From an optimization exercise on the open Yosys and OpenROAD flow, aimed at small area, a short achievable clock period and few clock cycles per item; shortcuts taken in it are not production practice.
In this exercise RTL edits were held to simulation tests only and were not proved equivalent to the original.

## main
==> flow/design.v <==
package ldpc_code_pkg;
  localparam int code_n = 8;
  localparam int code_m = 4;
  localparam int row_w  = 2;
  typedef logic [row_w-1:0]  hb_row_t;
  typedef logic [code_n-1:0] bits_t;
  localparam logic [code_m*code_n-1:0] h_mask = {
    8'b1111_1111,
    8'b0100_1101,
    8'b0010_1011,
    8'b0001_0111
  };
endpackage
package ldpc_dec_pkg;
  localparam int llr_w   = 5;
  localparam int node_w  = 7;
  localparam int node_max = 63;
  localparam logic [2:0] cnorm_mul   = 3'd7;
  localparam int         cnorm_shift = 3;
  localparam int tag_w   = 4;
  localparam int niter_w = 4;
  localparam int err_w   = 4;
  typedef logic signed [llr_w-1:0]  llr_t;
  typedef logic signed [node_w-1:0] node_t;
endpackage
`timescale 1ns/1ns
module ldpc_dec_top (
  input  logic        iclk,
  input  logic        ireset,
  input  logic        start,
  input  logic [39:0] dec_llr,
  input  logic [3:0]  dec_tag,
  input  logic [3:0]  dec_niter,
  input  logic        dec_fmode,
  output logic        busy,
  output logic        out_val,
  output logic [7:0]  out_bits,
  output logic [3:0]  out_tag,
  output logic [3:0]  out_err,
  output logic        out_decfail
);
  localparam int slot_w = 6 + 6 + 3 + 8;
  logic              run_q;
  logic              oval_q;
  logic [1:0]        row_q;
  logic [3:0]        itc_q;
  logic [1:0]        unch_q;
  logic [7:0]        ts_q;
  logic [7:0][5:0]   tm_q;
  logic [slot_w-1:0] ring_q [4];
  logic [3:0]        tag_q;
  logic [7:0]        chan_q;
  logic              decf_q;
  logic              accept;
  logic [7:0]        valid;
  assign busy    = run_q | oval_q;
  assign out_val = oval_q;
  assign accept  = start & ~busy;
  always_comb begin
    case (row_q)
      2'd0:    valid = 8'b0001_0111;
      2'd1:    valid = 8'b0010_1011;
      2'd2:    valid = 8'b0100_1101;
      default: valid = 8'b1111_1111;
    endcase
  end
  localparam logic [31:0] col_rows = {
    4'b1000, 4'b1100, 4'b1010, 4'b1001, 4'b1110, 4'b1101, 4'b1011, 4'b1111
  };
  function automatic logic lt7(input logic [6:0] a, input logic [6:0] b);
    logic [6:0] l, e;
    logic [3:0] l2, e2;
    logic [1:0] l4, e4;
    for (int n = 0; n < 7; n++) begin
      l[n] = ~a[n] & b[n];
      e[n] = ~a[n] | b[n];
    end
    for (int n = 0; n < 3; n++) begin
      l2[n] = l[2*n+1] | (e[2*n+1] & l[2*n]);
      e2[n] = l[2*n+1] | (e[2*n+1] & e[2*n]);
    end
    l2[3] = l[6];
    e2[3] = e[6];
    for (int n = 0; n < 2; n++) begin
      l4[n] = l2[2*n+1] | (e2[2*n+1] & l2[2*n]);
      e4[n] = l2[2*n+1] | (e2[2*n+1] & e2[2*n]);
    end
    lt7 = l4[1] | (e4[1] & l4[0]);
  endfunction
  function automatic logic [5:0] scale7(input logic [6:0] a);
    logic [6:0] t;
    t = a + {3'b111, ~a[6:3]} + {6'd0, ~(|a[2:0])};
    scale7 = t[6] ? 6'd63 : t[5:0];
  endfunction
  logic [5:0] om1, om2;
  logic [2:0] ok;
  logic [7:0] osg;
  assign om1 = ring_q[0][22:17];
  assign om2 = ring_q[0][16:11];
  assign ok  = ring_q[0][10:8];
  assign osg = ring_q[0][7:0];
  logic [7:0][6:0] av;
  logic [7:0]      sv;
  logic [7:0][5:0] sc;
  always_comb begin
    for (int i = 0; i < 8; i++) begin
      logic [5:0] mg;
      logic       p, q, same;
      logic [7:0] r;
      mg   = (ok == 3'(i)) ? om2 : om1;
      p    = ts_q[i];
      q    = ~osg[i];
      same = (p == q);
      r    = {2'b00, tm_q[i]} + (same ? {2'b00, mg} : ~{2'b00, mg}) + {7'd0, ~same};
      av[i] = (!same && r[7]) ? 7'(-r) : r[6:0];
      sv[i] = (!same && r[7]) ? q : (p && r[6:0] != 7'd0);
      sc[i] = scale7(av[i]);
    end
  end
  logic [7:0] is_min, is_sec;
  always_comb begin
    for (int i = 0; i < 8; i++) begin
      logic one, two, b;
      one = 1'b0;
      two = 1'b0;
      for (int j = 0; j < 8; j++) begin
        if (j != i) begin
          b   = valid[j] & ((j < i) ? ~lt7(av[i], av[j]) : lt7(av[j], av[i]));
          two = two | (one & b);
          one = one | b;
        end
      end
      is_min[i] = valid[i] & ~one;
      is_sec[i] = valid[i] & one & ~two;
    end
  end
  logic [6:0] min1;
  logic [5:0] sc1, sc2;
  logic       svk;
  logic [2:0] kidx;
  logic [3:0] kcol;
  logic       sprod;
  always_comb begin
    min1 = '0;
    sc1  = '0;
    sc2  = '0;
    svk  = 1'b0;
    kidx = '0;
    kcol = '0;
    for (int i = 0; i < 8; i++) begin
      min1 = min1 | (is_min[i] ? av[i] : 7'd0);
      sc1  = sc1  | (is_min[i] ? sc[i] : 6'd0);
      sc2  = sc2  | (is_sec[i] ? sc[i] : 6'd0);
      svk  = svk  | (is_min[i] & sv[i]);
      kidx = kidx | (is_min[i] ? 3'(i) : 3'd0);
      kcol = kcol | (is_min[i] ? col_rows[4*i +: 4] : 4'd0);
    end
    sprod = ^(sv & valid);
  end
  logic [7:0]      nsg;
  logic [7:0]      nts;
  logic [7:0][5:0] ntm;
  logic [5:0]      xm;
  logic            xs;
  logic            flip;
  always_comb begin
    logic [7:0] xa;
    logic [7:0] xd;
    xa   = {1'b0, min1} + {2'b00, sc2};
    xd   = {1'b0, min1} - {2'b00, sc2};
    flip = sprod & (lt7(min1, {1'b0, sc2}) | (~lt7({1'b0, sc2}, min1) & svk));
    if (sprod)
      xm = xd[7] ? 6'(-xd) : xd[5:0];
    else
      xm = (xa[7] | xa[6]) ? 6'd63 : xa[5:0];
    xs = svk ^ flip;
  end
  always_comb begin
    for (int i = 0; i < 8; i++) begin
      logic [7:0] r;
      logic       sat;
      nsg[i] = sprod ^ sv[i];
      r   = {1'b0, av[i]} + (sprod ? ~{2'b00, sc1} : {2'b00, sc1}) + {7'd0, sprod};
      sat = sprod ? r[6] : (r[7] | r[6]);
      if (!valid[i]) begin
        nts[i] = ts_q[i];
        ntm[i] = tm_q[i];
      end
      else if (is_min[i]) begin
        nts[i] = xs;
        ntm[i] = xm;
      end
      else begin
        nts[i] = sv[i];
        ntm[i] = r[5:0] | {6{sat}};
      end
    end
  end
  logic [7:0] hb;
  logic [3:0] syn0, nsyn;
  logic       same;
  logic       sg_same;
  always_comb begin
    for (int i = 0; i < 8; i++)
      hb[i] = valid[i] ? sv[i] : ts_q[i];
    syn0[0] = ^(hb & 8'b0001_0111);
    syn0[1] = ^(hb & 8'b0010_1011);
    syn0[2] = ^(hb & 8'b0100_1101);
    syn0[3] = ^hb;
    nsyn = syn0 ^ (flip ? kcol : 4'd0);
    sg_same = 1'b1;
    for (int i = 0; i < 8; i++) begin
      if (valid[i] && nsg[i] != osg[i] && (is_min[i] ? (sc2 != 6'd0) : (sc1 != 6'd0)))
        sg_same = 1'b0;
    end
    same = (sc1 == om1) && (sc2 == om2) && ((kidx == ok) || (sc1 == sc2)) && sg_same;
  end
  logic last_row;
  logic stop;
  assign last_row = (row_q == 2'd3);
  assign stop     = (last_row && ((itc_q[3:1] == 3'd0) || (dec_fmode && nsyn == 4'd0))) ||
                    ((unch_q == 2'd3) && same);
  always_ff @(posedge iclk or posedge ireset) begin
    if (ireset) begin
      run_q  <= 1'b0;
      oval_q <= 1'b0;
    end
    else begin
      oval_q <= run_q & stop;
      if (accept)
        run_q <= 1'b1;
      else if (stop)
        run_q <= 1'b0;
    end
  end
  always_ff @(posedge iclk) begin
    for (int j = 0; j < 3; j++) begin
      ring_q[j][22:11] <= accept ? 12'd0 : ring_q[j+1][22:11];
      ring_q[j][10:0]  <= ring_q[j+1][10:0];
    end
    ring_q[3] <= {accept ? 12'd0 : {sc1, sc2}, kidx, nsg};
  end
  always_ff @(posedge iclk) begin
    tag_q  <= dec_tag;
    for (int i = 0; i < 8; i++)
      chan_q[i] <= dec_llr[5*i+4];
    decf_q <= (nsyn != 4'd0);
    if (accept) begin
      row_q  <= 2'd0;
      itc_q  <= dec_niter;
      unch_q <= 2'd0;
      for (int i = 0; i < 8; i++) begin
        ts_q[i] <= dec_llr[5*i+4];
        tm_q[i] <= dec_llr[5*i+4] ? 6'd0 - {dec_llr[5*i+4], dec_llr[5*i +: 5]} : {1'b0, dec_llr[5*i +: 5]};
      end
    end
    else begin
      row_q <= row_q + 2'd1;
      if (last_row)
        itc_q <= itc_q - 4'd1;
      unch_q <= same ? unch_q + 2'd1 : 2'd0;
      ts_q   <= nts;
      tm_q   <= ntm;
    end
  end
  assign out_bits    = ts_q;
  assign out_tag     = tag_q;
  always_comb begin
    out_err = '0;
    for (int i = 0; i < 8; i++)
      out_err = out_err + 4'(ts_q[i] ^ chan_q[i]);
  end
  assign out_decfail = decf_q;
endmodule
clock: 20.0 ns
lec_check: 0
abc_area: 1
cap_margin: 20
core_margin: 2
core_utilization: 45
slew_margin: 20
standard.sh (not shown) runs the stock make flow with config.mk's settings and CLKGATE_MAP_FILE= SYNTH_SCRIPT=/design/flow/synth_recipe.tcl, a recipe that flattens the netlist after the stock synthesis.
==> flow/flow/run.sh <==
#!/bin/bash
# Layout: the standard flow (standard.sh), with its synthesis, clock and constraints.
# Only the timing repair after clock tree synthesis differs: repair_timing gets a setup
# margin, so it also works on the worst path although that path already meets the 20 ns
# clock, and it repairs only that worst path (TNS_END_PERCENT=0), which keeps the added
# area small. The rest of the flow (global route onwards) runs as standard.
set -euo pipefail
bash standard.sh SETUP_SLACK_MARGIN=12.5 TNS_END_PERCENT=0 cts > flow_to_cts.log 2>&1
bash standard.sh finish > flow_finish.log 2>&1
main finished all stages; the layout is clean.
Testbench counts of main, summed over its fixed seeds: cycles 27,728, frames 2,400.
For the feature branch, these inputs were changed with respect to main:
-- flow/flow/run.sh --
<<< main, line 6
# area small. The rest of the flow (global route onwards) runs as standard.
set -euo pipefail
bash standard.sh SETUP_SLACK_MARGIN=12.5 TNS_END_PERCENT=0 cts > flow_to_cts.log 2>&1
bash standard.sh finish > flow_finish.log 2>&1
>>> the feature branch, line 6
# area small. The rest of the flow (global route onwards) runs as standard.
set -euo pipefail
bash standard.sh SETUP_SLACK_MARGIN=12 TNS_END_PERCENT=0 cts > flow_to_cts.log 2>&1
bash standard.sh finish > flow_finish.log 2>&1
-- flow/config.mk --
<<< main, line 9
export CAP_MARGIN = 20
export CORE_MARGIN = 2
export CORE_UTILIZATION = 45
export SLEW_MARGIN = 20
>>> the feature branch, line 9
export CAP_MARGIN = 20
export CORE_MARGIN = 2
export CORE_UTILIZATION = 55
export SLEW_MARGIN = 20
Notes after the runs:
Going from main to the feature branch, net count of the mapped netlist stayed essentially flat, peak fanout along the critical path went down. From main to the feature branch the numbers moved as follows: non-clock buffer count fell about 27%, area added between synthesis and finish fell 3.8 points, share of the clock period used by the worst path rose 4.3 points, worst setup timing slack at the placement stage fell 120 ps, post-route cell area fell 3.3%. When the final numbers for the feature branch and main were put side by side, the wire length of the first global-routing pass turned out to be greater in the feature branch. Diff main..the feature branch | fraction of the yosys area taken by sequential cells | unchanged. Post-CTS setup repair buffer count in the feature branch is 53 below main. Global-route usage was lower in main than in the feature branch.

[afterwards: timing with drivers on the ports]
How much do the figures lean on ideal ports? The routed layouts below were timed once more, with nothing changed but the port constraints. Step 1, drivers: a clkbuf_16 drives iclk and a buf_2 each remaining input, both assumed. Step 2 times the ports against the registers' clock, not the clock port: input delays grow and output delays shrink by t, the midpoint of the rising clock arrivals with the driver on. a / b / c = no drivers / after step 1 / after step 2; a / b = the first two.
run	t (ns)	setup slack, ns	cell pins on the clock port's net
main	0.548	11.969 / 11.969 / 11.969	1
the feature branch	0.553	11.118 / 11.118 / 11.118	1
After both steps setup and hold are still met in every run listed.
